Background: an optimization exercise with open tools, aiming at small area, a short achievable clock period and few clock cycles per item. Do not read the settings as production practice.
RTL that was checked went through simulation tests only; none was proved equivalent to the original.
Function not checked in runs 5 and 6: the RTL went through the layout flow alone.
No activity file was given, so power comes from the tool's default toggle rates.

`design/flow/standard.sh`:
```
#!/bin/bash
# synth_recipe.tcl (not shown) runs the flow's synth.tcl, then flattens the netlist and writes it again
# the make line also repeats each setting of config.mk as NAME=value (left out here)
make -C /OpenROAD-flow-scripts/flow DESIGN_CONFIG=/design/flow/config.mk WORK_HOME=/design/flow/orfs CLKGATE_MAP_FILE= SYNTH_SCRIPT=/design/flow/synth_recipe.tcl "${@:-finish}"
```
`design/flow/constraint.sdc`:
```
create_clock -name core_clock -period 9.0 [get_ports {clk}]
set_input_delay 1.8000 -clock core_clock [delete_from_list [all_inputs] [get_ports {clk}]]
set_output_delay 1.8000 -clock core_clock [all_outputs]
set_load 0.01 [all_outputs]
```
`design/flow/flow/run.sh`:
```
#!/bin/bash
cp standard.sh standard_sh.txt
export BUFFER_PORTS_ARGS="-buffer_cell sky130_fd_sc_hd__buf_1"
bash standard.sh finish SETUP_SLACK_MARGIN=6 > standard.log 2>&1
```
`design/flow/design.v`:
```
`timescale 1ns / 1ps
module audio_peak_level_meter (
  input  logic        clk,
  input  logic        rst,
  input  logic        cfg_write,
  input  logic [1:0]  cfg_index,
  input  logic [5:0]  cfg_data,
  input  logic        in_valid,
  output logic        in_stall,
  input  logic [7:0]  data_byte,
  input  logic        buffer_end,
  output logic        out_valid,
  input  logic        out_stall,
  output logic [17:0] level_q16,
  output logic [31:0] peak_value
);
  logic        s8, s16, s32;
  logic        k_sgn, k_uns, k_flt, k_oth;
  logic [2:0]  chl;
  logic        cap;
  logic [7:0]  d0;
  logic        e0;      
  logic        v0;      
  logic [1:0]  bpos;
  logic [2:0]  cpos;
  logic [23:0] sh;
  logic [31:0] mag;
  logic        p_sd;    
  logic        p_fd;    
  logic        p_be;    
  logic [31:0] run;
  logic [31:0] bpk;
  logic        bz;
  logic [17:0] lvl;     
  logic        lp;      
  logic        cv_fmt;  
  logic        cv_sh;   
  logic [4:0]  cnt;
  logic        stall;   
  logic        accept;
  logic        take;    
  logic        mono;
  logic        track;
  logic        fl;
  logic        sample_done;
  logic        frame_done;
  logic        go_be;
  logic        p_sd_n, p_fd_n, p_be_n;
  logic        cv_fmt_n, cv_sh_n, lp_n, out_valid_n;
  logic [31:0] mag_in;
  logic [17:0] level;
  always_ff @(posedge clk) begin
    if (rst) begin
      s8    <= 1'b0;
      s16   <= 1'b1;
      s32   <= 1'b0;
      k_sgn <= 1'b1;
      k_uns <= 1'b0;
      k_flt <= 1'b0;
      k_oth <= 1'b0;
      chl   <= 3'd1;
      cap   <= 1'b0;
    end else if (cfg_write) begin
      case (cfg_index)
        2'd0: begin
          s8  <= (cfg_data == 6'd8);
          s16 <= (cfg_data == 6'd16);
          s32 <= (cfg_data == 6'd32);
        end
        2'd1: begin
          k_sgn <= (cfg_data[1:0] == 2'd0);
          k_uns <= (cfg_data[1:0] == 2'd1);
          k_flt <= (cfg_data[1:0] == 2'd2);
          k_oth <= (cfg_data[1:0] == 2'd3);
        end
        2'd2: chl <= (cfg_data[3:0] == 4'd0) ? 3'd0 :
                     cfg_data[3] ? 3'd7 : 3'(cfg_data[2:0] - 3'd1);
        default: cap <= cfg_data[0];
      endcase
    end
  end
  assign in_stall = stall;
  assign accept   = in_valid && !stall;
  assign take     = v0 && !stall;
  assign track    = cap && (s8 || s16 || s32);
  assign fl       = k_flt && s32;
  assign mono     = (chl == 3'd0);
  always_ff @(posedge clk) begin
    if (accept) begin
      d0 <= data_byte;
      e0 <= buffer_end;
    end
  end
  always_ff @(posedge clk) begin
    if (rst) v0 <= 1'b0;
    else if (!stall) v0 <= in_valid;
  end
  assign sample_done = s8 || (s16 && bpos[0]) || (bpos == 2'd3);
  assign frame_done  = (cpos == chl);
  always_ff @(posedge clk) begin
    if (take) begin
      case (bpos)
        2'd0: sh[7:0]   <= d0;
        2'd1: sh[15:8]  <= d0;
        default: sh[23:16] <= d0;
      endcase
    end
  end
  function automatic logic [7:0] below(input logic [7:0] x, input logic c);
    logic [7:0] r;
    r[0] = c;
    for (int i = 1; i < 8; i++) r[i] = r[i - 1] | x[i - 1];
    below = r;
  endfunction
  logic        sgn;
  logic [8:0]  m8;
  logic [16:0] m16;
  logic [31:0] m32;
  logic [31:0] mf;
  always_comb begin
    sgn = k_sgn && d0[7];
    m8  = {sgn && d0[6:0] == 7'd0,
           d0 ^ ({8{sgn}} & below(d0, 1'b0))};
    m16 = {sgn && d0[6:0] == 7'd0 && sh[7:0] == 8'd0,
           d0 ^ ({8{sgn}} & below(d0, |sh[7:0])),
           sh[7:0] ^ ({8{sgn}} & below(sh[7:0], 1'b0))};
    m32 = {d0 ^ ({8{sgn}} & below(d0, |sh[23:0])),
           sh[23:16] ^ ({8{sgn}} & below(sh[23:16], |sh[15:0])),
           sh[15:8] ^ ({8{sgn}} & below(sh[15:8], |sh[7:0])),
           sh[7:0] ^ ({8{sgn}} & below(sh[7:0], 1'b0))};
    mf  = ({d0[6:0], sh[23]} == 8'hff && sh[22:0] != 23'd0) ?
          32'd0 : {1'b0, d0[6:0], sh};
    mag_in = ({32{s8 && !k_flt && !k_oth}}  & {23'd0, m8}) |
             ({32{s16 && !k_flt && !k_oth}} & {15'd0, m16}) |
             ({32{s32 && !k_flt && !k_oth}} & m32) |
             ({32{fl}} & mf);
  end
  always_ff @(posedge clk) begin
    if (take && sample_done) mag <= mag_in;
  end
  always_ff @(posedge clk) begin
    if (rst) begin
      bpos <= 2'd0;
      cpos <= 3'd0;
    end else if (take) begin
      if (e0 || !(s8 || s16 || s32)) begin
        bpos <= 2'd0;
        cpos <= 3'd0;
      end else if (sample_done) begin
        bpos <= 2'd0;
        cpos <= frame_done ? 3'd0 : cpos + 3'd1;
      end else begin
        bpos <= bpos + 2'd1;
      end
    end
  end
  always_comb begin
    p_sd_n = stall ? p_sd : (take && track && sample_done);
    p_fd_n = stall ? p_fd : (take && track && sample_done && frame_done);
    p_be_n = stall ? p_be : (take && e0);
    go_be       = !stall && p_be;
    cv_fmt_n    = go_be && fl && track;
    cv_sh_n     = cv_fmt || (cv_sh && cnt != 5'd0);
    lp_n        = (go_be && !(fl && track)) || (cv_sh && cnt == 5'd0);
    out_valid_n = lp || (out_valid && out_stall);
  end
  always_ff @(posedge clk) begin
    if (rst) begin
      p_sd      <= 1'b0;
      p_fd      <= 1'b0;
      p_be      <= 1'b0;
      cv_fmt    <= 1'b0;
      cv_sh     <= 1'b0;
      lp        <= 1'b0;
      out_valid <= 1'b0;
      stall     <= 1'b0;
    end else begin
      p_sd      <= p_sd_n;
      p_fd      <= p_fd_n;
      p_be      <= p_be_n;
      cv_fmt    <= cv_fmt_n;
      cv_sh     <= cv_sh_n;
      lp        <= lp_n;
      out_valid <= out_valid_n;
      stall     <= (cv_fmt_n || cv_sh_n || lp_n || out_valid_n) &&
                   ((p_fd_n && !mono) || p_be_n);
    end
  end
  logic        gt;
  logic        run_en;   
  logic        bpk_run;  
  logic [31:0] bpk_oth;
  logic [31:0] bpk_d;
  logic [31:0] run_d;
  always_comb begin
    gt      = mag > run;
    run_en  = !stall && p_sd && !p_be;
    bpk_run = !cv_fmt && !cv_sh && !stall &&
              ((p_be && (p_fd || mono)) || (p_fd && !mono));
    if (cv_fmt)
      bpk_oth = bpk[30] ? 32'hffff_ffff :
                (bpk[29:28] == 2'b11) ? {1'b1, bpk[22:0], 8'd0} : 32'd0;
    else if (cv_sh && cnt != 5'd0)
      bpk_oth = {1'b0, bpk[31:1]};
    else if (!stall && p_be && !bpk_run && bz)
      bpk_oth = 32'd0;
    else
      bpk_oth = bpk;
    bpk_d = (bpk_run && p_sd && gt) ? mag : (bpk_run ? run : bpk_oth);
    run_d = (run_en && gt) ? mag : ((!stall && p_be) ? 32'd0 : run);
  end
  always_ff @(posedge clk) begin
    if (rst) begin
      run <= 32'd0;
      bz  <= 1'b1;
      lvl <= 18'd0;
    end else begin
      run <= run_d;
      if (!stall) begin
        if (p_be) bz <= 1'b1;
        else if (p_fd) bz <= 1'b0;
      end
      if (lp && track) lvl <= level;
    end
  end
  always_ff @(posedge clk) begin
    bpk <= bpk_d;
    if (cv_fmt)
      cnt <= (!bpk[30] && bpk[29:28] == 2'b11) ? ~bpk[27:23] : 5'd0;
    else if (cv_sh && cnt != 5'd0)
      cnt <= cnt - 5'd1;
  end
  logic        c7, c8, c15, c16, c31, c32;
  logic        lz;     
  logic        lsat;
  logic [15:0] lq;
  always_comb begin
    c7  = s8  && !k_uns;
    c8  = s8  && k_uns;
    c15 = s16 && !k_uns;
    c16 = s16 && k_uns;
    c31 = s32 && !k_uns;
    c32 = s32 && k_uns;
    lz = (c7 & (&bpk[6:0])) | (c8 & (&bpk[7:0])) | (c15 & (&bpk[14:0])) |
         (c16 & (&bpk[15:0])) | (c31 & (&bpk[30:0])) | (c32 & (&bpk[31:0]));
    lsat = (c7 & bpk[8]) | (c15 & bpk[16]) | (c31 & bpk[31] & bpk[0]);
    lq = ({16{c7}}  & {bpk[6:0], bpk[6:0], bpk[6:5]}) |
         ({16{c8}}  & {bpk[7:0], bpk[7:0]}) |
         ({16{c15}} & {bpk[14:0], bpk[14]}) |
         ({16{c16}} & bpk[15:0]) |
         ({16{c31}} & bpk[30:15]) |
         ({16{c32}} & bpk[31:16]);
    level = {lsat, ~lsat & (lz | (c31 & bpk[31])), {16{~lsat & ~lz}} & lq};
  end
  assign level_q16  = lvl;
  assign peak_value = bpk;
endmodule
```
`design/flow/config.mk`:
```
export PLATFORM = sky130hd
export DESIGN_NAME = audio_peak_level_meter
export DESIGN_NICKNAME = audio_peak_level_meter
export VERILOG_FILES = /design/flow/design.v
export SDC_FILE = /design/flow/constraint.sdc
export NUM_CORES = 4
export LEC_CHECK = 0
export CAP_MARGIN = 20
export CORE_MARGIN = 2
export CORE_UTILIZATION = 55
export CTS_BUF_LIST = sky130_fd_sc_hd__clkbuf_8
export CTS_CLUSTER_SIZE = 30
export PLACE_DENSITY = 0.7
export SETUP_SLACK_MARGIN = 5
export SLEW_MARGIN = 20
```
==> impl_metrics.csv, run 1 <==
group,metric,value,unit
global_routing,grt_max_degree,77,
synthesis,ys_warn_count,1,
detailed_routing,drt-total-wl,29150,um
final_layout,final_common_cell,"edfxtp_1",
flow_run,drv_cap,0,
placed_design,hpwl,18510,um
synthesis,synth_cell_types,73,
power_and_ir_drop,ir_worst_vdd,0.1323,mV
floorplanning,ios,74,
final_layout,final_cell_mix,"edfxtp_1 (102), nand2_1 (98), nor2_1 (86)",
sta,period_needed,3044,ps
final_layout,utilization,66.31,%
detailed_routing,wl_per_cell,20.31,um
final_layout,n_antenna_cell,0,
synthesis,synth_area,10150,um^2
final_layout,final_cell_count_no_fill,1435,
sta,fmax,328.5,MHz
clock_network,cts_tree,"done",
hold_path,hold_end,"lvl[8]$_SDFFE_PP0P_",
final_layout,drive_above_1_share,17.33,%
sta,fin_crit_sh,33.82,%
clock_network,clock-sinks,178,
sta,slew_headroom,35.99,%
hold_path,hp-class,"reg2reg",
detailed_routing,drc,0,
sta,rsz0062_at_grt,"yes",
detailed_routing,first_iter_violations,1001,
synthesis,syn_nets,1142,
critical_path,critPathMaxFanout,5,
clock_network,clk_path_buf_depth,2,
sta,slew_viol_final,0,
global_routing,grt_pass1_vias,8085,
synthesis,ys_ff_latch,178,
critical_path,start_kind,"flip-flop",
clock_network,clock_latency,480,ps
clock_network,root_buffer,"clkbuf_8",
synthesis,yosysSeqAreaShare,45.16,%
sta,tns,0,ps
clock_network,h-tree-depth,4,
global_routing,antenna_found_initial,0,
hold_path,hp-start,"lvl[8]$_SDFFE_PP0P_",
global_routing,overflow,0,
detailed_routing,postRouteAntennaNets,0,
global_routing,grt_pass1_wl,44100,um
final_layout,fill_cells,1470,
detailed_routing,vias,9002,
critical_path,rr_endpoint,"bpk[31]$_DFFE_PP_",
critical_path,cp_data_arrival_time,3290,ps
synthesis,ys.flop_type,"edfxtp_1",
critical_path,r2r-start,"run[3]$_SDFFE_PP0P_",
global_routing,grt_usage,28.73,%
detailed_routing,first_pass_iters,7,
clock_network,cts_buffers,17,
sta,setup_viol,0,
sta,hold_slack,463.4,ps
floorplanning,core,18020,um^2
floorplanning,initial_core_util,56.32,%
critical_path,ff2ff_setup_slack,5960,ps
floorplanning,fp.dieW,139.9,um
critical_path,end_kind,"flip-flop",
synthesis,synth_cells,1078,
sta,skew,15.34,ps
final_layout,final_nets,1257,
critical_path,cp_data_required_time,9240,ps
critical_path,path_class,"reg2reg",
power_and_ir_drop,power_density,134.1,nW/um^2
floorplanning,rows,49,
synthesis,avgSynthCellArea,9.418,um^2
power_and_ir_drop,leakagePower,4.412,nW
sta,worst_pin_slew,946.8,ps
floorplanning,dieArea,19560,um^2
synthesis,synth_edf_count,102,
hold_path,whs_path_depth,2,
placed_design,numPortBuffers,73,
synthesis,async_flop_share,0,%
clock_network,clkSlewWorstSetupHoldPaths,100,ps
placed_design,dp.cells,1327,
floorplanning,die_h,139.9,um
detailed_routing,viasPerCell,6.273,
final_layout,area_growth_syn_to_layout,17.72,%
placed_design,place.gp.congestion,0.9496,
outcome,outcome,"finished clean",
critical_path,r2r_cells,10,
sta,final_hold_viol_count,0,
## layer usage
| metal | wire length (um) | GRT usage (%) | part of all wire, % |
|---|---|---|---|
| met4 | 1134 | 11.00 | 3.9 |
| met5 | 0 | 0 | 0 |
| met1 | 12170 | 38.57 | 42 |
| met2 | 13530 | 46.57 | 46 |
| met3 | 2315 | 5.127 | 7.9 |
## worst max-delay path, cell delays in order, from the launching register on
cell,delay (ps)
dfxtp_1,390
inv_1,70
ha_1,330
nand4_1,120
or4_4,590
o31ai_4,280
a31oi_2,70
a41o_4,300
buf_12,160
buf_4,140
o311ai_1,360
## where the power goes
group	internal (mW)	leakage (nW)	switching, mW
clock	0.284	0.219	0.319
sequential	0.870	1.53	0.0176
combinational	0.0444	2.66	0.0678
## area by class of cell
cell class	instances	area [um^2]	area share [%]
sequential	178	4591	38.41
timing repair buffer	163	1056	8.836
tap	229	286.5	2.397
multi-input combinational	774	5369	44.92
clock inverter	15	193.9	1.623
inverter	59	221.5	1.853
clock buffer	17	234.0	1.958
## cells by family (layout without fill, tap and decap cells)
| group | count (synthesis) | after routing | synth area share (%) |
|---|---|---|---|
| flops | 178 | 178 | 45.16 |
| compound gates | 304 | 304 | 19.76 |
| buf+inv | 126 | 254 | 5.361 |
| mux | 61 | 61 | 6.285 |
| xor+xnor | 21 | 21 | 1.812 |
| fa+ha+maj | 42 | 42 | 5.176 |
| simple gates | 346 | 346 | 16.45 |
## flip-flops by register name, indices dropped and copies added (netlist names), 2 cells and up
register,flops
cpos,3
run,32
chl,3
bpos,2
lvl,18
d0,8
sh,24
cnt,5
mag,32
bpk,32
## how the worst max path moves through the flow
stage / startpoint / cells past startpoint / to / slack, ps
floorplan: cfg_index[1] / 2 / s16$_SDFFE_PP1P_ / 6230
global placement: mag[7]$_DFFE_PP_ / 9 / run[19]$_SDFFE_PP0P_ / 5430
detailed placement: mag[7]$_DFFE_PP_ / 9 / run[16]$_SDFFE_PP0P_ / 5380
CTS: mag[14]$_DFFE_PP_ / 9 / run[16]$_SDFFE_PP0P_ / 5970
global route: mag[15]$_DFFE_PP_ / 9 / bpk[31]$_DFFE_PP_ / 5900
finish: run[3]$_SDFFE_PP0P_ / 10 / bpk[31]$_DFFE_PP_ / 5960
## Yosys cell counts (all sizes together), types with 4 or more instances
library cell  number  area share (%)
a21o               9            0.70
a21oi             67             3.3
a221oi            14             1.2
a222oi            11             1.1
a22o               4            0.35
a22oi             23             1.7
a2bb2oi           30             2.6
a31oi              5            0.31
a32oi              5            0.43
and2               6            0.37
buf               17             1.2
clkbuf            49             1.8
dfxtp             76              15
edfxtp           102              30
ha                42             5.2
inv               59             2.2
mux2              22             2.4
mux2i             39             3.8
nand2            102             3.8
nand2b            41             2.5
nand3             22             1.1
nand3b             4            0.30
nand4             17             1.0
nor2              88             3.3
nor2b              9            0.55
nor3              29             1.4
nor4               4            0.25
o21ai             95             4.8
o22ai              7            0.43
o31ai              6            0.44
or3                8            0.52
or4                4            0.37
xnor2             11            0.95
xor2              10            0.86
## repair_timing
item	CTS	global route
cloned	2	2
setup endpoints to repair	134	107
pin swaps	5	11
endpoints found under the hold margin	0	0
hold buffers	0	0
setup buffers	40	32
resized for setup	23	66
## through the flow
stage	total power, mW	worst slack (ps)	area [um^2]
finish	1.603	5956	11950
global route	1.655	5903	11950
CTS	1.604	5969	11420
detailed placement	1.008	5379	10510
global placement	1.007	5434	10510
floorplan	0.9751	6234	10150
Testbench counts, summed over its fixed seeds: cycles 44,288, bytes 43,768.
==> run 2: changes to the inputs <==
--- a/design/flow/design.v
+++ b/design/flow/design.v
@@ -35,7 +35,6 @@
   logic        lp;      
   logic        cv_fmt;  
   logic        cv_sh;   
-  logic [4:0]  cnt;
   logic        stall;   
   logic        accept;
   logic        take;    
@@ -160,8 +159,8 @@
     p_be_n = stall ? p_be : (take && e0);
     go_be       = !stall && p_be;
     cv_fmt_n    = go_be && fl && track;
-    cv_sh_n     = cv_fmt || (cv_sh && cnt != 5'd0);
-    lp_n        = (go_be && !(fl && track)) || (cv_sh && cnt == 5'd0);
+    cv_sh_n     = cv_fmt || (cv_sh && lvl[4:0] != 5'd0);
+    lp_n        = (go_be && !(fl && track)) || (cv_sh && lvl[4:0] == 5'd0);
     out_valid_n = lp || (out_valid && out_stall);
   end
   always_ff @(posedge clk) begin
@@ -200,7 +199,7 @@
     if (cv_fmt)
       bpk_oth = bpk[30] ? 32'hffff_ffff :
                 (bpk[29:28] == 2'b11) ? {1'b1, bpk[22:0], 8'd0} : 32'd0;
-    else if (cv_sh && cnt != 5'd0)
+    else if (cv_sh && lvl[4:0] != 5'd0)
       bpk_oth = {1'b0, bpk[31:1]};
     else if (!stall && p_be && !bpk_run && bz)
       bpk_oth = 32'd0;
@@ -221,14 +220,14 @@
         else if (p_fd) bz <= 1'b0;
       end
       if (lp && track) lvl <= level;
+      else if (cv_fmt)
+        lvl[4:0] <= (!bpk[30] && bpk[29:28] == 2'b11) ? ~bpk[27:23] : 5'd0;
+      else if (cv_sh && lvl[4:0] != 5'd0)
+        lvl[4:0] <= lvl[4:0] - 5'd1;
     end
   end
   always_ff @(posedge clk) begin
     bpk <= bpk_d;
-    if (cv_fmt)
-      cnt <= (!bpk[30] && bpk[29:28] == 2'b11) ? ~bpk[27:23] : 5'd0;
-    else if (cv_sh && cnt != 5'd0)
-      cnt <= cnt - 5'd1;
   end
   logic        c7, c8, c15, c16, c31, c32;
   logic        lz;     
==> design/flow/flow/run.sh (replaced) <==
#!/bin/bash
cp standard.sh standard_sh.txt
export BUFFER_PORTS_ARGS="-buffer_cell sky130_fd_sc_hd__buf_1"
bash standard.sh finish SETUP_SLACK_MARGIN=6.6 > standard.log 2>&1
--- a/design/flow/config.mk
+++ b/design/flow/config.mk
@@ -7,9 +7,8 @@
 export LEC_CHECK = 0
 export CAP_MARGIN = 20
 export CORE_MARGIN = 2
-export CORE_UTILIZATION = 55
+export CORE_UTILIZATION = 40
 export CTS_BUF_LIST = sky130_fd_sc_hd__clkbuf_8
 export CTS_CLUSTER_SIZE = 30
-export PLACE_DENSITY = 0.7
 export SETUP_SLACK_MARGIN = 5
 export SLEW_MARGIN = 20
==> impl_metrics.csv, run 2 <==
group,metric,value,unit
clock_network,clk_path_buf_depth,2,
power_and_ir_drop,power_density,110.5,nW/um^2
sta,hold_slack,467.0,ps
synthesis,ys_warn_count,1,
placed_design,hpwl,19950,um
global_routing,grt_usage,26.53,%
critical_path,cp_data_arrival_time,1180,ps
sta,setup_ws,6023,ps
clock_network,root_buffer,"clkbuf_8",
detailed_routing,viasPerCell,6.163,
synthesis,yosys-top-cells-area,"edfxtp_1 (29%), dfxtp_1 (15%), a21oi_1 (6.1%), ha_1 (5.3%), nor2_1 (4.5%)",
sta,final_hold_viol_count,0,
hold_path,hp-class,"reg2reg",
sta,fmax,335.9,MHz
critical_path,start_kind,"flip-flop",
global_routing,grt_pass1_vias,9312,
floorplanning,rows,57,
sta,skew,20.63,ps
placed_design,place_ws,5499,ps
critical_path,crit_family,"flip-flops",
synthesis,synth_edf_count,97,
critical_path,critPathMaxFanout,2,
final_layout,fill_cells,1982,
synthesis,ys_ff_latch,173,
clock_network,cts_buffers,17,
critical_path,cp_data_required_time,7200,ps
synthesis,synthTopCellsByCount,"a21oi_1 (121), nor2_1 (119), edfxtp_1 (97)",
critical_path,end_kind,"primary output",
detailed_routing,wl_per_cell,22.54,um
placed_design,numPortBuffers,73,
synthesis,synth_cell_types,66,
clock_network,clock_latency,470,ps
synthesis,synth_cells,1102,
sta,period_needed,2977,ps
flow_run,drv_cap,0,
sta,setup_viol,0,
outcome,outcome,"finished clean",
synthesis,synth_area,9950,um^2
final_layout,area_growth_syn_to_layout,43.49,%
critical_path,slowest_delay,450,ps
final_layout,reg.largest.list,"bpk: 32 flops, mag: 32 flops, run: 32 flops",
floorplanning,ios,74,
synthesis,avgSynthCellArea,9.029,um^2
synthesis,synth_top_cell_area_share,29.28,%
sta,slew_viol_final,0,
detailed_routing,first_pass_iters,7,
detailed_routing,first_iter_violations,1264,
sta,fin_crit_sh,33.08,%
detailed_routing,postRouteAntennaNets,0,
global_routing,grt_max_degree,64,
synthesis,yosys.area.top_type,"edfxtp_1",
sta,tns,0,ps
sta,worst_pin_slew,980.7,ps
detailed_routing,drt-total-wl,37040,um
placed_design,place.gp.congestion,0.9115,
final_layout,final_cell_mix,"buf_4 (142), nor2_1 (112), edfxtp_1 (97)",
clock_network,h-tree-depth,4,
floorplanning,die_h,161.7,um
final_layout,final_common_cell,"buf_4",
floorplanning,dieArea,26150,um^2
sta,slew_headroom,34.62,%
synthesis,async_flop_share,0,%
synthesis,synth.most_common_cell,"a21oi_1",
critical_path,cp_slowest_cell,"edfxtp_1",
floorplanning,core,24390,um^2
clock_network,clock-sinks,173,
final_layout,final_nets,1370,
final_layout,drive_above_1_share,42.38,%
global_routing,grt_pass1_wl,54110,um
global_routing,overflow,0,
final_layout,n_antenna_cell,0,
clock_network,clkSlewWorstSetupHoldPaths,110,ps
synthesis,ys.flop_type,"edfxtp_1",
floorplanning,fp.dieW,161.7,um
synthesis,yosysSeqAreaShare,44.57,%
detailed_routing,vias,10130,
critical_path,path_class,"reg2out",
floorplanning,initial_core_util,40.79,%
global_routing,antenna_found_initial,0,
sta,rsz0062_at_grt,"yes",
detailed_routing,drc,0,
power_and_ir_drop,ir_worst_vdd,0.1081,mV
power_and_ir_drop,leakagePower,5.275,nW
critical_path,worstPathCellList,"buf_12 -> buf_6",
critical_path,path_buf_inv,2,
synthesis,syn_nets,1166,
clock_network,cts_tree,"done",
## run 2: changes by cell type after synthesis, sizes merged, moves of 5 or more
| cell | change |
|---|---|
| a221oi | -11 |
| mux2i | -33 |
| o221ai | +5 |
| clkbuf | +14 |
| nand2b | -31 |
| edfxtp | -5 |
| inv | -8 |
| a41o | +31 |
| a21oi | +54 |
| nand2 | -6 |
| a21o | -6 |
| nor2 | +31 |
| nand3 | -8 |
## run 2: where the power goes
group	internal [mW]	total, mW	switching, mW
clock network	0.241	0.562	0.321
registers	0.845	0.863	0.0180
logic	0.0599	0.153	0.0931
## run 2: logic make-up (layout without fill, tap and decap cells)
kind of cell / Yosys count / in the layout / synth area share [%]
AOI/OAI and AO/OA: 375 / 382 / 24.62
and+or+nand+nor: 334 / 337 / 15.67
DFF: 173 / 173 / 44.57
buffers and inverters: 132 / 339 / 5.256
adders and majority gates: 42 / 42 / 5.282
muxes: 25 / 25 / 2.754
xor gates and xnor gates: 21 / 21 / 1.849
## run 2: worst paths after layout
kind                                      startpoint              endpoint  slack [ps]  depth (start not counted)
worst max-delay path               bpk[30]$_DFFE_PP_        peak_value[30]        6020                          2
worst max register to register  run[15]$_SDFFE_PP0P_   run[1]$_SDFFE_PP0P_        6120                         12
worst min-delay path            lvl[16]$_SDFFE_PP0P_  lvl[16]$_SDFFE_PP0P_         470                          2
worst min register to register  lvl[16]$_SDFFE_PP0P_  lvl[16]$_SDFFE_PP0P_         470                          2
## run 2: metrics by stage
stage / cell area (um^2) / cells / utilization [%] / power (mW)
5_1_grt: 14280 / 1643 / 58.53 / 1.622
4_1_cts: 13240 / 1596 / 54.30 / 1.555
3_5_place_dp: 10760 / 1436 / 44.11 / 0.9949
2_1_floorplan: 10420 / 1102 / - / 0.9609
3_3_place_gp: 10750 / 1436 / 44.09 / 0.9935
6_report: 14280 / 1643 / 58.53 / 1.577
## run 2: cell type report
cell class / count / area [um^2] / share of cell area, %
Inverter: 53 / 214.0 / 1.499
Timing Repair Buffer: 254 / 2242 / 15.71
Clock buffer: 19 / 261.5 / 1.832
Sequential cell: 173 / 4499 / 31.52
Tap cell: 324 / 405.4 / 2.840
Clock inverter: 13 / 130.1 / 0.9115
Multi-Input combinational cell: 807 / 6524 / 45.70
## run 2: timing repair
item	in CTS	in global routing
cloned	20	0
setup endpoints to repair	159	201
hold endpoints to repair	0	0
hold buffers	0	0
buffers inserted	108	47
pin swaps	29	54
resized for setup	226	165
## run 2: worst min-delay path: stages, from the launching register on
cell and delay [ps]:
dfxtp_2 340, nand2_1 50, a21oi_1 50
## run 2: metal layers
layer	wire length, um	GRT usage [%]	up-vias
met5	0	0	-
met4	1430	10.50	0
met3	2753	4.341	127
met2	17680	42.93	583
met1	15170	35.68	4852
li1	-	-	4563
Testbench counts of run 2, summed over its fixed seeds: cycles 44,288, bytes 43,768.
==> run 3: changes to the inputs <==
==> design/flow/flow/run.sh (replaced) <==
#!/bin/bash
cp standard.sh standard_sh.txt
export BUFFER_PORTS_ARGS="-buffer_cell sky130_fd_sc_hd__buf_1"
bash standard.sh finish SETUP_SLACK_MARGIN=6.3 > standard.log 2>&1
==> impl_metrics.csv, run 3 <==
group,metric,value,unit
synthesis,synth_cell_types,66,
synthesis,synth_top_cell_area_share,29.28,%
power_and_ir_drop,ir_worst_vdd,0.1208,mV
clock_network,cts_buffers,17,
clock_network,clkSlewWorstSetupHoldPaths,120,ps
sta,tns,0,ps
power_and_ir_drop,power_density,120.5,nW/um^2
critical_path,end_kind,"primary output",
sta,skew,28.79,ps
floorplanning,die_h,161.7,um
synthesis,synth_compound_area_share,24.62,%
critical_path,ff2ff_setup_slack,6150,ps
critical_path,cp_data_required_time,7200,ps
synthesis,synth.most_common_cell,"a21oi_1",
clock_network,clock-sinks,173,
synthesis,ys.flop_type,"edfxtp_1",
power_and_ir_drop,leakagePower,4.786,nW
sta,slew_viol_final,0,
final_layout,final_nets,1314,
floorplanning,rows,57,
final_layout,reg.largest.list,"bpk: 32 flops, mag: 32 flops, run: 32 flops",
final_layout,final_common_cell,"nor2_1",
detailed_routing,drc,0,
sta,period_needed,2967,ps
global_routing,grt_usage,24.13,%
critical_path,cp_data_arrival_time,1170,ps
synthesis,synthAdderAreaFrac,5.282,%
critical_path,start_kind,"flip-flop",
final_layout,n_antenna_cell,0,
critical_path,r2r-start,"run[31]$_SDFFE_PP0P_",
sta,fmax,337.0,MHz
detailed_routing,viasPerCell,6.123,
sta,rsz0062_at_grt,"yes",
placed_design,hpwl,19770,um
hold_path,hp-class,"reg2reg",
floorplanning,ios,74,
critical_path,endpoint,"peak_value[30]",
final_layout,final_cell_mix,"nor2_1 (116), buf_4 (110), edfxtp_1 (97)",
sta,setup_viol,0,
critical_path,rr_endpoint,"bpk[8]$_DFFE_PP_",
global_routing,grt_util_met1,33.31,%
critical_path,critPathMaxFanout,2,
sta,worst_pin_slew,971.2,ps
clock_network,clock_latency,480,ps
clock_network,clk_path_buf_depth,2,
hold_path,whs_path_depth,2,
clock_network,h-tree-depth,4,
synthesis,synth_edf_count,97,
synthesis,async_flop_share,0,%
detailed_routing,drt-total-wl,34460,um
global_routing,gr-usage-met3,4.009,%
synthesis,synth-simple-area-share,15.67,%
floorplanning,initial_core_util,40.79,%
synthesis,synth_top_family_by_area,"compound AO/OA/AOI/OAI gates",
floorplanning,core,24390,um^2
final_layout,area_growth_syn_to_layout,30.57,%
final_layout,final_area,12990,um^2
placed_design,place.gp.congestion,0.8858,
synthesis,avgSynthCellArea,9.029,um^2
global_routing,grt_pass1_vias,8440,
global_routing,antenna_found_initial,0,
synthesis,synth-xor-area-share,1.849,%
detailed_routing,first_pass_iters,9,
clock_network,root_buffer,"clkbuf_8",
detailed_routing,vias,9717,
synthesis,synth_area,9950,um^2
synthesis,synth_cells,1102,
synthesis,ys_ff_latch,173,
placed_design,postPlaceCellArea,10500,um^2
synthesis,muxShareOfSynthArea,2.754,%
synthesis,syn_nets,1166,
critical_path,r2r_cells,10,
placed_design,numPortBuffers,73,
global_routing,grt_pass1_wl,49110,um
detailed_routing,wl_per_cell,21.71,um
detailed_routing,postRouteAntennaNets,0,
global_routing,grt_max_degree,64,
sta,final_hold_viol_count,0,
sta,fin_crit_sh,32.97,%
synthesis,synthTopCellsByCount,"a21oi_1 (121), nor2_1 (119), edfxtp_1 (97)",
critical_path,startpoint,"bpk[30]$_DFFE_PP_",
synthesis,yosys-top-cells-area,"edfxtp_1 (29%), dfxtp_1 (15%), a21oi_1 (6.1%), ha_1 (5.3%), nor2_1 (4.5%)",
global_routing,grt_util_met2,37.63,%
final_layout,drive_above_1_share,28.58,%
global_routing,overflow,0,
critical_path,path_class,"reg2out",
synthesis,ys_warn_count,1,
floorplanning,fp.dieW,161.7,um
floorplanning,dieArea,26150,um^2
synthesis,yosys.area.top_type,"edfxtp_1",
global_routing,top_usage_layer,"met2",
flow_run,drv_cap,0,
outcome,outcome,"finished clean",
synthesis,yosysSeqAreaShare,44.57,%
detailed_routing,first_iter_violations,1525,
sta,slew_headroom,35.25,%
clock_network,cts_tree,"done",
-- run 3: cell counts after synthesis --
No cell type changed its count.
-- run 3: how the worst min path moves through the flow --
stage	startpoint	to	slack, ps
final	lvl[12]$_SDFFE_PP0P_	lvl[12]$_SDFFE_PP0P_	470
after global routing	lvl[12]$_SDFFE_PP0P_	lvl[12]$_SDFFE_PP0P_	490
after CTS	lvl[12]$_SDFFE_PP0P_	lvl[12]$_SDFFE_PP0P_	470
after detailed placement	lvl[12]$_SDFFE_PP0P_	lvl[12]$_SDFFE_PP0P_	450
after global placement	lvl[16]$_SDFFE_PP0P_	lvl[16]$_SDFFE_PP0P_	440
after floorplan	bz$_SDFFE_PP1P_	bz$_SDFFE_PP1P_	440
-- run 3: layout make-up --
type	count	area [um^2]
Clock inverter	15	170.2
Clock buffer	17	234.0
Sequential cell	173	4493
Timing Repair Buffer	205	1759
Inverter	53	203.9
Multi-Input combinational cell	800	5725
Tap cell	324	405.4
Fill cell	2143	11400
-- run 3: logic make-up after synthesis --
kind of cell	Yosys count
compound gates	375
xor+xnor	21
fa+ha+maj	42
buf+inv	132
flops	173
mux	25
simple gates	334
-- run 3: what timing repair did --
item | in CTS | in global routing
endpoints found under the hold margin | 0 | 0
gates resized for setup | 123 | 137
pin swaps | 16 | 15
setup buffers | 75 | 26
gates cloned | 9 | 7
hold buffers | 0 | 0
endpoints found under the setup margin | 130 | 146
-- run 3: power by group --
group / switching [mW] / total [mW] / internal, mW
Sequential: 0.0186 / 0.863 / 0.844
Clock: 0.319 / 0.575 / 0.256
Combinational: 0.0795 / 0.127 / 0.0476
Total: 0.417 / 1.56 / 1.15
-- run 3: worst max-delay path, cell delays in order, from the launching register on --
cell,delay (ps)
edfxtp_1,440
buf_12,150
buf_6,110
-- run 3: stage by stage --
stage | hold slack, ps | util [%] | std cells | setup slack (ps) | total power, mW
2_1_floorplan | 440.1 | - | 1102 | 6266 | 0.9534
3_3_place_gp | 438.6 | 43.04 | 1438 | 4984 | 0.9894
3_5_place_dp | 447.5 | 43.05 | 1438 | 5177 | 0.9897
4_1_cts | 470.2 | 49.60 | 1554 | 6023 | 1.564
5_1_grt | 494.0 | 53.26 | 1587 | 5995 | 1.620
6_report | 469.7 | 53.26 | 1587 | 6033 | 1.565
-- run 3: metal layers --
metal  share of wire, %  vias up  wire, um
met5                  0        -         0
met4                4.8        0      1665
met3                7.8      111      2672
met2                 46      529     15890
met1                 41     4644     14230
li1                   -     4433         -
==> run 4: changes to the inputs <==
==> design/flow/flow/run.sh (replaced) <==
#!/bin/bash
cp standard.sh standard_sh.txt
export BUFFER_PORTS_ARGS="-buffer_cell sky130_fd_sc_hd__buf_1"
bash standard.sh finish SETUP_SLACK_MARGIN=6 > standard.log 2>&1
==> impl_metrics.csv, run 4 <==
group,metric,value,unit
sta,skew,27.27,ps
detailed_routing,drc,0,
detailed_routing,vias,8710,
hold_path,hp-start,"lvl[16]$_SDFFE_PP0P_",
global_routing,antenna_found_initial,0,
floorplanning,fp.dieW,161.7,um
critical_path,start_kind,"flip-flop",
synthesis,yosys-top-cells-area,"edfxtp_1 (29%), dfxtp_1 (15%), a21oi_1 (6.1%), ha_1 (5.3%), nor2_1 (4.5%)",
critical_path,path_depth,1,
detailed_routing,drt-total-wl,29270,um
critical_path,cp_slowest_cell,"edfxtp_1",
critical_path,cp_data_required_time,7200,ps
synthesis,synthTopCellsByCount,"a21oi_1 (121), nor2_1 (119), edfxtp_1 (97)",
clock_network,root_buffer,"clkbuf_8",
final_layout,fill_cells,2404,
critical_path,end_kind,"primary output",
sta,fin_crit_sh,33.04,%
synthesis,synth_cell_types,66,
critical_path,r2r_cells,9,
synthesis,ys_ff_latch,173,
synthesis,ys.flop_type,"edfxtp_1",
synthesis,ys_warn_count,1,
synthesis,synth_top_cell_area_share,29.28,%
critical_path,worstPathCellList,"buf_1",
placed_design,place.gp.congestion,0.8773,
floorplanning,ios,74,
final_layout,n_antenna_cell,0,
global_routing,grt_usage,22.11,%
sta,worst_pin_slew,897.4,ps
synthesis,yosysSeqAreaShare,44.57,%
critical_path,ff2ff_setup_slack,6120,ps
critical_path,path_class,"reg2out",
final_layout,final_area,11170,um^2
clock_network,clkSlewWorstSetupHoldPaths,110,ps
sta,rsz0062_at_grt,"yes",
sta,fmax,336.3,MHz
final_layout,drive_above_1_share,10.63,%
global_routing,overflow,0,
detailed_routing,first_iter_violations,1000,
flow_run,drv_cap,0,
placed_design,postPlaceCellArea,10460,um^2
placed_design,hpwl,19630,um
synthesis,synth_area,9950,um^2
critical_path,path_buf_inv,1,
placed_design,place_ws,4710,ps
detailed_routing,postRouteAntennaNets,0,
power_and_ir_drop,power_density,133.3,nW/um^2
critical_path,rr_endpoint,"bpk[29]$_DFFE_PP_",
synthesis,avgSynthCellArea,9.029,um^2
sta,slew_viol_final,0,
sta,setup_ws,6027,ps
power_and_ir_drop,leakagePower,4.097,nW
synthesis,async_flop_share,0,%
global_routing,grt_pass1_vias,7916,
clock_network,clock_latency,460,ps
placed_design,numPortBuffers,73,
final_layout,final_cell_mix,"a21oi_1 (121), nor2_1 (117), edfxtp_1 (97)",
floorplanning,initial_core_util,40.79,%
critical_path,startpoint,"bpk[2]$_DFFE_PP_",
power_and_ir_drop,ir_worst_vdd,0.1024,mV
synthesis,synth.most_common_cell,"a21oi_1",
critical_path,endpoint,"peak_value[2]",
floorplanning,dieArea,26150,um^2
critical_path,cp_data_arrival_time,1170,ps
sta,period_needed,2973,ps
clock_network,cts_buffers,17,
global_routing,grt_pass1_wl,45500,um
sta,final_hold_viol_count,0,
hold_path,hp-class,"reg2reg",
final_layout,regArea,4439,um^2
final_layout,final_nets,1227,
floorplanning,rows,57,
clock_network,clock-sinks,173,
final_layout,final_common_cell,"a21oi_1",
critical_path,crit_family,"flip-flops",
synthesis,synth_edf_count,97,
global_routing,grt_max_degree,99,
critical_path,slowest_delay,530,ps
detailed_routing,first_pass_iters,9,
outcome,outcome,"finished clean",
synthesis,synth_cells,1102,
critical_path,r2r-start,"mag[7]$_DFFE_PP_",
sta,tns,0,ps
floorplanning,core,24390,um^2
final_layout,area_growth_syn_to_layout,12.24,%
final_layout,multi_input_area,5071,um^2
synthesis,yosys.area.top_type,"edfxtp_1",
floorplanning,die_h,161.7,um
sta,slew_headroom,40.05,%
clock_network,clk_path_buf_depth,2,
clock_network,cts_tree,"done",
final_layout,reg.largest.list,"bpk: 32 flops, mag: 32 flops, run: 32 flops",
detailed_routing,viasPerCell,5.807,
synthesis,syn_nets,1166,
critical_path,critPathMaxFanout,8,
sta,setup_viol,0,
detailed_routing,wl_per_cell,19.51,um
clock_network,h-tree-depth,4,
run 4: cell counts after synthesis:
Identical to the previous run, type by type.
run 4: kinds of logic (layout without fill, tap and decap cells):
kind of cell,count (synthesis),count (layout),synth area share [%]
buffers and inverters,132,205,5.256
AOI/OAI and AO/OA,375,375,24.62
and+or+nand+nor,334,335,15.67
xor gates and xnor gates,21,21,1.849
adders and majority gates,42,42,5.282
DFF,173,173,44.57
muxes,25,25,2.754
run 4: timing repair:
| action | 4_1_cts | 5_1_grt |
|---|---|---|
| cloned | 2 | 0 |
| resized for setup | 13 | 26 |
| setup endpoints to repair | 86 | 92 |
| buffers inserted | 19 | 10 |
| hold buffers | 0 | 0 |
| pin swaps | 1 | 1 |
run 4: power by group:
part           internal [mW]  switching (mW)
Sequential             0.846          0.0204
Combinational         0.0404          0.0716
Clock                  0.204           0.305
run 4: cell type report:
| type | instances | share of cell area, % |
|---|---|---|
| clock inverter | 14 | 0.9972 |
| clock buffer | 18 | 2.218 |
| tap | 324 | 3.630 |
| inverter | 53 | 1.826 |
| multi-input combinational | 798 | 45.41 |
| timing repair buffer | 120 | 6.162 |
| sequential | 173 | 39.75 |
run 4: through the flow:
stage / total power [mW] / hold WS [ps] / utilization [%] / cells
2_1_floorplan: 0.9525 / 440.1 / - / 1102
5_1_grt: 1.543 / 507.0 / 45.78 / 1500
3_5_place_dp: 0.9891 / 446.0 / 42.86 / 1437
3_3_place_gp: 0.9875 / 440.0 / 42.85 / 1437
4_1_cts: 1.498 / 462.7 / 45.28 / 1490
6_report: 1.488 / 460.9 / 45.78 / 1500
run 4: how the worst min path moves through the flow:
stage | endpoint | slack [ps] | depth (start not counted)
after floorplan | bz$_SDFFE_PP1P_ | 440 | 2
after global placement | lvl[16]$_SDFFE_PP0P_ | 440 | 2
after detailed placement | lvl[16]$_SDFFE_PP0P_ | 450 | 2
after CTS | lvl[16]$_SDFFE_PP0P_ | 460 | 2
after global routing | lvl[12]$_SDFFE_PP0P_ | 510 | 2
final | lvl[16]$_SDFFE_PP0P_ | 460 | 2
run 4: metal layers:
metal	GRT usage, %	routed length (um)	up-vias
met1	30.86	13690	4102
met3	3.422	1636	48
li1	-	-	4230
met2	34.87	13080	330
met4	8.246	857	0
met5	0	0	-
run 4: worst min-delay path, cell delays in order (launching register included):
cell	delay, ps
dfxtp_1	330
nand2_1	50
a21oi_1	50
==> run 5: changes to the inputs <==
--- a/design/flow/design.v
+++ b/design/flow/design.v
@@ -31,6 +31,7 @@
   logic [31:0] run;
   logic [31:0] bpk;
   logic        bz;
+  logic        bir;     
   logic [17:0] lvl;     
   logic        lp;      
   logic        cv_fmt;  
@@ -153,7 +154,22 @@
       end
     end
   end
-  always_comb begin
+  logic busy;
+  logic wr_fd;    
+  logic wr_mat;   
+  logic bir_n;
+  always_comb begin
+    busy   = cv_fmt || cv_sh || lp || out_valid;
+    wr_fd  = p_fd && !mono && !p_be && !busy;
+    wr_mat = bir && p_sd && !p_fd && !p_be && !busy;
+    if (stall)
+      bir_n = bir;
+    else if (p_be || wr_fd || wr_mat)
+      bir_n = 1'b0;
+    else if (p_fd && !mono)
+      bir_n = 1'b1;
+    else
+      bir_n = bir;
     p_sd_n = stall ? p_sd : (take && track && sample_done);
     p_fd_n = stall ? p_fd : (take && track && sample_done && frame_done);
     p_be_n = stall ? p_be : (take && e0);
@@ -173,7 +189,9 @@
       lp        <= 1'b0;
       out_valid <= 1'b0;
       stall     <= 1'b0;
+      bir       <= 1'b0;
     end else begin
+      bir       <= bir_n;
       p_sd      <= p_sd_n;
       p_fd      <= p_fd_n;
       p_be      <= p_be_n;
@@ -182,7 +200,7 @@
       lp        <= lp_n;
       out_valid <= out_valid_n;
       stall     <= (cv_fmt_n || cv_sh_n || lp_n || out_valid_n) &&
-                   ((p_fd_n && !mono) || p_be_n);
+                   (p_be_n || (bir_n && p_sd_n && !p_fd_n));
     end
   end
   logic        gt;
@@ -194,8 +212,7 @@
   always_comb begin
     gt      = mag > run;
     run_en  = !stall && p_sd && !p_be;
-    bpk_run = !cv_fmt && !cv_sh && !stall &&
-              ((p_be && (p_fd || mono)) || (p_fd && !mono));
+    bpk_run = !stall && (wr_fd || wr_mat || (p_be && (p_fd || mono || bir)));
     if (cv_fmt)
       bpk_oth = bpk[30] ? 32'hffff_ffff :
                 (bpk[29:28] == 2'b11) ? {1'b1, bpk[22:0], 8'd0} : 32'd0;
@@ -205,7 +222,8 @@
       bpk_oth = 32'd0;
     else
       bpk_oth = bpk;
-    bpk_d = (bpk_run && p_sd && gt) ? mag : (bpk_run ? run : bpk_oth);
+    bpk_d = (bpk_run && p_sd && (p_fd || mono) && gt) ? mag :
+            (bpk_run ? run : bpk_oth);
     run_d = (run_en && gt) ? mag : ((!stall && p_be) ? 32'd0 : run);
   end
   always_ff @(posedge clk) begin
==> impl_metrics.csv, run 5 <==
group,metric,value,unit
detailed_routing,drc,0,
synthesis,synth_area,10410,um^2
floorplanning,initial_core_util,40.29,%
floorplanning,ios,74,
clock_network,clkSlewWorstSetupHoldPaths,110,ps
detailed_routing,wl_per_cell,17.98,um
placed_design,place.gp.congestion,0.8716,
sta,period_needed,2978,ps
hold_path,hp-start,"bz$_SDFFE_PP1P_",
floorplanning,dieArea,27330,um^2
sta,fin_crit_sh,33.09,%
critical_path,endpoint,"peak_value[30]",
floorplanning,fp.dieW,165.3,um
critical_path,r2r-start,"mag[31]$_DFFE_PP_",
detailed_routing,first_iter_violations,896,
synthesis,synthTopCellsByCount,"nor2_1 (142), nand2_1 (136), a21oi_1 (122)",
power_and_ir_drop,ir_worst_vdd,0.07931,mV
floorplanning,core,25840,um^2
critical_path,r2r_cells,8,
synthesis,async_flop_share,0,%
clock_network,clock-sinks,174,
detailed_routing,vias,8744,
placed_design,numPortBuffers,73,
final_layout,area_growth_syn_to_layout,12.02,%
detailed_routing,first_pass_iters,5,
critical_path,critPathMaxFanout,2,
global_routing,grt_pass1_vias,7907,
global_routing,grt_usage,20.87,%
critical_path,end_kind,"primary output",
critical_path,start_kind,"flip-flop",
global_routing,antenna_found_initial,0,
synthesis,synth_cell_types,62,
global_routing,grt_max_degree,64,
sta,worst_pin_slew,1054,ps
floorplanning,die_h,165.3,um
synthesis,avgSynthCellArea,8.990,um^2
placed_design,hpwl,19630,um
synthesis,ys_warn_count,1,
final_layout,final_nets,1288,
final_layout,n_antenna_cell,0,
synthesis,synth.most_common_cell,"nor2_1",
sta,rsz0062_at_grt,"yes",
clock_network,cts_buffers,17,
critical_path,startpoint,"bpk[30]$_DFFE_PP_",
final_layout,final_common_cell,"nor2_1",
final_layout,final_cell_mix,"nor2_1 (140), nand2_1 (136), a21oi_1 (122)",
power_and_ir_drop,power_density,129.1,nW/um^2
synthesis,synth_cells,1158,
sta,slew_viol_final,0,
sta,fmax,335.8,MHz
final_layout,reg.largest.list,"bpk: 32 flops, mag: 32 flops, run: 32 flops",
final_layout,drive_above_1_share,13.50,%
global_routing,grt_pass1_wl,44120,um
detailed_routing,viasPerCell,5.562,
sta,tns,0,ps
synthesis,synth_top_cell_area_share,27.98,%
synthesis,ys_ff_latch,174,
clock_network,root_buffer,"clkbuf_8",
critical_path,ff2ff_setup_slack,6150,ps
critical_path,rr_endpoint,"bpk[18]$_DFFE_PP_",
floorplanning,rows,59,
clock_network,clk_path_buf_depth,2,
synthesis,synth_edf_count,97,
clock_network,clock_latency,470,ps
power_and_ir_drop,leakagePower,4.510,nW
clock_network,cts_tree,"done",
critical_path,path_class,"reg2out",
outcome,outcome,"finished clean",
synthesis,yosysSeqAreaShare,42.79,%
critical_path,cp_data_required_time,7200,ps
global_routing,overflow,0,
critical_path,cp_data_arrival_time,1180,ps
synthesis,yosys.area.top_type,"edfxtp_1",
detailed_routing,drt-total-wl,28270,um
detailed_routing,postRouteAntennaNets,0,
sta,setup_viol,0,
synthesis,ys.flop_type,"edfxtp_1",
sta,skew,22.16,ps
synthesis,syn_nets,1222,
sta,final_hold_viol_count,0,
synthesis,yosys-top-cells-area,"edfxtp_1 (28%), dfxtp_1 (15%), mux2_2 (6.8%), a21oi_1 (5.9%), nor2_1 (5.1%)",
power_and_ir_drop,finalPower,1.505,mW
sta,slew_headroom,29.20,%
hold_path,hp-class,"reg2reg",
flow_run,drv_cap,0,
clock_network,h-tree-depth,4,
==> run 5: changes by cell type after synthesis, moves of 31 or more <==
cell and delta:
a41o_1 -33, o21ai_0 -43, nand2_1 +40, a2bb2oi_1 -31, mux2i_1 +34, mux2_2 +44
==> run 5: how the worst min path moves through the flow <==
stage,cells after the start,end
2_1_floorplan,2,bz$_SDFFE_PP1P_
6_report,2,bz$_SDFFE_PP1P_
3_3_place_gp,2,bz$_SDFFE_PP1P_
3_5_place_dp,2,bz$_SDFFE_PP1P_
5_1_grt,2,bz$_SDFFE_PP1P_
4_1_cts,2,bz$_SDFFE_PP1P_
==> run 5: cell families after synthesis <==
group / share of synthesized area [%]
flops: 42.79
compound gates: 16.39
buf+inv: 5.120
xor+xnor: 2.019
mux: 10.66
simple gates: 17.97
fa+ha+maj: 5.048
==> run 5: routing by layer <==
metal,up-vias,share of wire (%),wire (um),global-route usage [%]
met1,4116,47,13240,29.00
met5,-,0,0,0
met2,284,45,12830,32.95
met3,38,5.1,1428,2.872
li1,4306,-,-,-
met4,0,2.7,760,8.150
==> run 5: power breakdown <==
part	internal [mW]	switching, mW	leakage (nW)	total, mW
logic	0.0435	0.0722	2.76	0.116
clock network	0.223	0.300	0.197	0.523
registers	0.849	0.0177	1.55	0.867
==> run 5: what timing repair did <==
| action | 4_1_cts | 5_1_grt |
|---|---|---|
| setup endpoints to repair | 122 | 101 |
| pin swaps | 1 | 0 |
| gates cloned | 1 | 0 |
| hold buffers | 0 | 0 |
| buffers inserted | 22 | 10 |
| gates resized for setup | 14 | 13 |
==> run 5: per-stage QoR <==
step	hold slack [ps]	utilization (%)	worst slack [ps]	cells	area [um^2]
2_1_floorplan	422.7	-	6133	1158	10410
3_3_place_gp	436.7	42.22	4810	1507	10910
3_5_place_dp	440.3	42.24	4763	1507	10910
4_1_cts	454.3	44.64	5986	1562	11530
5_1_grt	481.9	45.13	5960	1572	11660
6_report	451.0	45.13	6022	1572	11660
==> run 5: area by class of cell <==
cell class,count,area (um^2)
Tap cell,335,419.2
Multi-Input combinational cell,855,5512
Inverter,56,215.2
Fill cell,2540,14180
Clock inverter,15,135.1
Sequential cell,174,4459
Timing Repair Buffer,120,686.9
Clock buffer,17,234.0
==> run 5: critical path, cell delays in order (launching register included) <==
cell and delay [ps]:
edfxtp_1 440, buf_12 150, buf_6 110
==> run 6: changes to the inputs <==
--- a/design/flow/design.v
+++ b/design/flow/design.v
@@ -31,7 +31,6 @@
   logic [31:0] run;
   logic [31:0] bpk;
   logic        bz;
-  logic        bir;     
   logic [17:0] lvl;     
   logic        lp;      
   logic        cv_fmt;  
@@ -113,26 +112,27 @@
     below = r;
   endfunction
   logic        sgn;
-  logic [8:0]  m8;
-  logic [16:0] m16;
-  logic [31:0] m32;
+  logic [7:0]  l0, l1;
+  logic [31:0] x;
+  logic [31:0] low;   
+  logic [31:0] mi;
   logic [31:0] mf;
   always_comb begin
     sgn = k_sgn && d0[7];
-    m8  = {sgn && d0[6:0] == 7'd0,
-           d0 ^ ({8{sgn}} & below(d0, 1'b0))};
-    m16 = {sgn && d0[6:0] == 7'd0 && sh[7:0] == 8'd0,
-           d0 ^ ({8{sgn}} & below(d0, |sh[7:0])),
-           sh[7:0] ^ ({8{sgn}} & below(sh[7:0], 1'b0))};
-    m32 = {d0 ^ ({8{sgn}} & below(d0, |sh[23:0])),
-           sh[23:16] ^ ({8{sgn}} & below(sh[23:16], |sh[15:0])),
-           sh[15:8] ^ ({8{sgn}} & below(sh[15:8], |sh[7:0])),
-           sh[7:0] ^ ({8{sgn}} & below(sh[7:0], 1'b0))};
+    l0  = s8 ? d0 : sh[7:0];
+    l1  = s16 ? d0 : sh[15:8];
+    x   = {d0, sh[23:16], l1, l0};
+    low[0] = 1'b0;
+    for (int i = 1; i < 32; i++)
+      low[i] = ((i % 8) == 0) ? (low[i - 1] | x[i - 1]) : (low[i - 1] | x[i - 1]);
+    mi = x ^ ({32{sgn}} & low);
     mf  = ({d0[6:0], sh[23]} == 8'hff && sh[22:0] != 23'd0) ?
           32'd0 : {1'b0, d0[6:0], sh};
-    mag_in = ({32{s8 && !k_flt && !k_oth}}  & {23'd0, m8}) |
-             ({32{s16 && !k_flt && !k_oth}} & {15'd0, m16}) |
-             ({32{s32 && !k_flt && !k_oth}} & m32) |
+    mag_in = ({32{s8 && (k_sgn || k_uns)}}  &
+              {23'd0, sgn && d0[6:0] == 7'd0, mi[7:0]}) |
+             ({32{s16 && (k_sgn || k_uns)}} &
+              {15'd0, sgn && d0[6:0] == 7'd0 && sh[7:0] == 8'd0, mi[15:0]}) |
+             ({32{s32 && (k_sgn || k_uns)}} & mi) |
              ({32{fl}} & mf);
   end
   always_ff @(posedge clk) begin
@@ -154,22 +154,7 @@
       end
     end
   end
-  logic busy;
-  logic wr_fd;    
-  logic wr_mat;   
-  logic bir_n;
-  always_comb begin
-    busy   = cv_fmt || cv_sh || lp || out_valid;
-    wr_fd  = p_fd && !mono && !p_be && !busy;
-    wr_mat = bir && p_sd && !p_fd && !p_be && !busy;
-    if (stall)
-      bir_n = bir;
-    else if (p_be || wr_fd || wr_mat)
-      bir_n = 1'b0;
-    else if (p_fd && !mono)
-      bir_n = 1'b1;
-    else
-      bir_n = bir;
+  always_comb begin
     p_sd_n = stall ? p_sd : (take && track && sample_done);
     p_fd_n = stall ? p_fd : (take && track && sample_done && frame_done);
     p_be_n = stall ? p_be : (take && e0);
@@ -189,9 +174,7 @@
       lp        <= 1'b0;
       out_valid <= 1'b0;
       stall     <= 1'b0;
-      bir       <= 1'b0;
     end else begin
-      bir       <= bir_n;
       p_sd      <= p_sd_n;
       p_fd      <= p_fd_n;
       p_be      <= p_be_n;
@@ -200,7 +183,7 @@
       lp        <= lp_n;
       out_valid <= out_valid_n;
       stall     <= (cv_fmt_n || cv_sh_n || lp_n || out_valid_n) &&
-                   (p_be_n || (bir_n && p_sd_n && !p_fd_n));
+                   ((p_fd_n && !mono) || p_be_n);
     end
   end
   logic        gt;
@@ -212,7 +195,8 @@
   always_comb begin
     gt      = mag > run;
     run_en  = !stall && p_sd && !p_be;
-    bpk_run = !stall && (wr_fd || wr_mat || (p_be && (p_fd || mono || bir)));
+    bpk_run = !cv_fmt && !cv_sh && !stall &&
+              ((p_be && (p_fd || mono)) || (p_fd && !mono));
     if (cv_fmt)
       bpk_oth = bpk[30] ? 32'hffff_ffff :
                 (bpk[29:28] == 2'b11) ? {1'b1, bpk[22:0], 8'd0} : 32'd0;
@@ -222,8 +206,7 @@
       bpk_oth = 32'd0;
     else
       bpk_oth = bpk;
-    bpk_d = (bpk_run && p_sd && (p_fd || mono) && gt) ? mag :
-            (bpk_run ? run : bpk_oth);
+    bpk_d = (bpk_run && p_sd && gt) ? mag : (bpk_run ? run : bpk_oth);
     run_d = (run_en && gt) ? mag : ((!stall && p_be) ? 32'd0 : run);
   end
   always_ff @(posedge clk) begin
==> impl_metrics.csv, run 6 <==
group,metric,value,unit
critical_path,cp_data_required_time,7200,ps
final_layout,area_growth_syn_to_layout,15.59,%
synthesis,synthTopCellsByCount,"edfxtp_1 (97), nor2_1 (95), nand2_1 (94)",
sta,slew_viol_final,0,
global_routing,grt_usage,23.55,%
sta,fmax,336.4,MHz
synthesis,ys_ff_latch,172,
synthesis,synth_cells,1068,
outcome,outcome,"finished clean",
final_layout,fill_cells,2317,
clock_network,cts_tree,"done",
clock_network,clkSlewWorstSetupHoldPaths,90,ps
synthesis,avgSynthCellArea,9.281,um^2
placed_design,place.gp.congestion,0.8626,
critical_path,end_kind,"primary output",
sta,worst_pin_slew,971.0,ps
clock_network,clock-sinks,172,
critical_path,critPathMaxFanout,6,
placed_design,numPortBuffers,73,
sta,fin_crit_sh,33.03,%
detailed_routing,viasPerCell,5.864,
synthesis,yosys.area.top_type,"edfxtp_1",
floorplanning,ios,74,
detailed_routing,wl_per_cell,20.73,um
final_layout,final_nets,1221,
detailed_routing,top_layer,"met4",
flow_run,drv_cap,0,
power_and_ir_drop,ir_worst_vdd,0.07906,mV
power_and_ir_drop,power_density,135.2,nW/um^2
floorplanning,fp.dieW,161.4,um
final_layout,reg.largest.list,"bpk: 32 flops, mag: 32 flops, run: 32 flops",
critical_path,path_buf_inv,1,
clock_network,clk_path_buf_depth,2,
critical_path,cp_data_arrival_time,1170,ps
placed_design,hpwl,20140,um
critical_path,worstPathCellList,"buf_1",
final_layout,drive_above_1_share,16.57,%
clock_network,hold_buffers,0,
global_routing,antenna_found_initial,0,
final_layout,n_antenna_cell,0,
global_routing,grt_max_degree,73,
synthesis,synth_top_cell_area_share,29.39,%
detailed_routing,postRouteAntennaNets,0,
global_routing,grt_pass1_wl,47610,um
synthesis,yosysSeqAreaShare,44.53,%
synthesis,async_flop_share,0,%
detailed_routing,wl_met2,13750,um
sta,setup_viol,0,
synthesis,synth_cell_types,66,
floorplanning,core,24320,um^2
sta,skew,25.10,ps
critical_path,slowest_delay,520,ps
critical_path,start_kind,"flip-flop",
synthesis,synth_edf_count,97,
synthesis,syn_nets,1131,
clock_network,h-tree-depth,4,
floorplanning,dieArea,26050,um^2
synthesis,yosys-top-cells-area,"edfxtp_1 (29%), dfxtp_1 (15%), ha_1 (5.2%), mux2_2 (5.1%), a21oi_1 (4.6%)",
placed_design,postPlaceCellArea,10450,um^2
final_layout,final_area,11460,um^2
floorplanning,rows,57,
synthesis,synth_area,9912,um^2
floorplanning,die_h,161.4,um
synthesis,ys_warn_count,1,
clock_network,root_buffer,"clkbuf_8",
sta,slew_headroom,35.26,%
clock_network,clock_latency,490,ps
clock_network,cts_buffers,17,
power_and_ir_drop,finalPower,1.549,mW
critical_path,cp_slowest_cell,"edfxtp_1",
detailed_routing,first_iter_violations,1032,
global_routing,overflow,0,
sta,tns,0,ps
final_layout,final_cell_mix,"edfxtp_1 (97), nor2_1 (95), nand2_1 (93)",
floorplanning,initial_core_util,40.76,%
power_and_ir_drop,leakagePower,4.097,nW
detailed_routing,met1Wirelength,14130,um
critical_path,path_class,"reg2out",
detailed_routing,wl_met3,2296,um
sta,final_hold_viol_count,0,
sta,period_needed,2973,ps
synthesis,synth.most_common_cell,"edfxtp_1",
detailed_routing,first_pass_iters,9,
global_routing,grt_pass1_vias,8004,
sta,rsz0062_at_grt,"no",
critical_path,crit_family,"flip-flops",
detailed_routing,drc,0,
detailed_routing,vias,8767,
hold_path,hp-class,"reg2reg",
detailed_routing,drt-total-wl,31000,um
final_layout,final_common_cell,"edfxtp_1",
synthesis,ys.flop_type,"edfxtp_1",
run 6: changes by cell type after synthesis, moves of 14 or more:
cell,before,now
a21oi_1,122,92
nand2_1,136,94
nand3_1,23,62
mux2_2,63,45
mux2i_1,40,21
nor2_1,142,95
nand3b_1,17,3
run 6: area by class of cell:
type	count	area (um^2)	area share, %
multi-input combinational	768	5146	44.92
sequential	172	4423	38.60
timing repair buffer	146	888.4	7.754
tap	324	405.4	3.538
clock buffer	17	234.0	2.042
inverter	53	198.9	1.736
clock inverter	15	161.4	1.409
run 6: routing by layer:
layer | GRT usage [%] | vias up
met5 | 0 | -
met4 | 7.508 | 0
met3 | 3.518 | 59
met2 | 36.13 | 418
met1 | 34.17 | 4157
li1 | - | 4133
run 6: through the flow:
step / util [%] / hold slack (ps) / worst slack [ps] / std cells
after floorplan: - / 447.9 / 6041 / 1068
after global placement: 42.88 / 441.1 / 5420 / 1405
after detailed placement: 42.95 / 447.5 / 5386 / 1406
after CTS: 45.85 / 459.1 / 5909 / 1469
after global routing: 47.11 / 474.5 / 6001 / 1495
final: 47.11 / 459.4 / 6027 / 1495
run 6: cells by family (layout without fill, tap and decap cells):
| family | count (synthesis) | in the layout | synth area share [%] |
|---|---|---|---|
| buffers and inverters | 128 | 231 | 5.087 |
| AO/OA/AOI/OAI | 278 | 278 | 18.64 |
| AND/OR/NAND/NOR | 361 | 361 | 17.33 |
| XOR/XNOR | 21 | 21 | 1.856 |
| adder cells (fa/ha/maj) | 41 | 41 | 5.175 |
| multiplexers | 67 | 67 | 7.372 |
| flip-flops | 172 | 172 | 44.53 |
run 6: path summary, 6_finish.rpt:
path | start | to | slack (ps) | depth (start not counted)
setup / recovery | bpk[29]$_DFFE_PP_ | peak_value[29] | 6030 | 1
hold / removal | lvl[16]$_SDFFE_PP0P_ | lvl[16]$_SDFFE_PP0P_ | 460 | 2
setup reg to reg | mag[11]$_DFFE_PP_ | bpk[21]$_DFFE_PP_ | 6090 | 7
hold reg to reg | lvl[16]$_SDFFE_PP0P_ | lvl[16]$_SDFFE_PP0P_ | 460 | 2
run 6: what timing repair did:
action | CTS | global route
endpoints found under the setup margin | 83 | 68
gates resized for setup | 14 | 20
buffers inserted | 30 | 25
pin swaps | 3 | 3
gates cloned | 1 | 1
run 6: power by group:
| part | switching, mW | total [mW] | internal [mW] |
|---|---|---|---|
| combinational | 0.0761 | 0.122 | 0.0455 |
| clock | 0.321 | 0.573 | 0.252 |
| sequential | 0.0137 | 0.854 | 0.840 |
| total | 0.411 | 1.55 | 1.14 |

[port drivers added, routing unchanged]
No port has a modelled driver above. Below, the same layouts with a new extraction and two added sets of constraints. Step 1, drivers: a clkbuf_16 drives clk and a buf_2 each remaining input, both assumed. Step 2 adds t to the input delays and takes it off the output delays; t is the mean of the earliest and latest rising clock arrival at the registers after step 1. Input paths then give back, and output paths get back, about the clock's delay inside the block. Slacks: ideal ports / drivers / drivers and shift; pairs: ideal ports / drivers.
| run | shift t [ns] | setup WS [ns] | pins driven straight from the clock port |
|---|---|---|---|
| run 1 | 0.512 | 5.956 / 5.956 / 5.769 | 1 |
| run 2 | 0.505 | 6.023 / 5.978 / 6.032 | 1 |
| run 3 | 0.516 | 6.033 / 5.989 / 5.796 | 1 |
| run 4 | 0.492 | 6.027 / 5.987 / 5.876 | 1 |
| run 5 | 0.502 | 6.022 / 5.981 / 5.661 | 1 |
| run 6 | 0.514 | 6.027 / 5.986 / 5.863 | 1 |
After both steps every run listed still meets setup and hold. For run 5, which loses most, drivers alone change the setup slack by -0.041 ns; drivers and shift together by -0.361 ns.
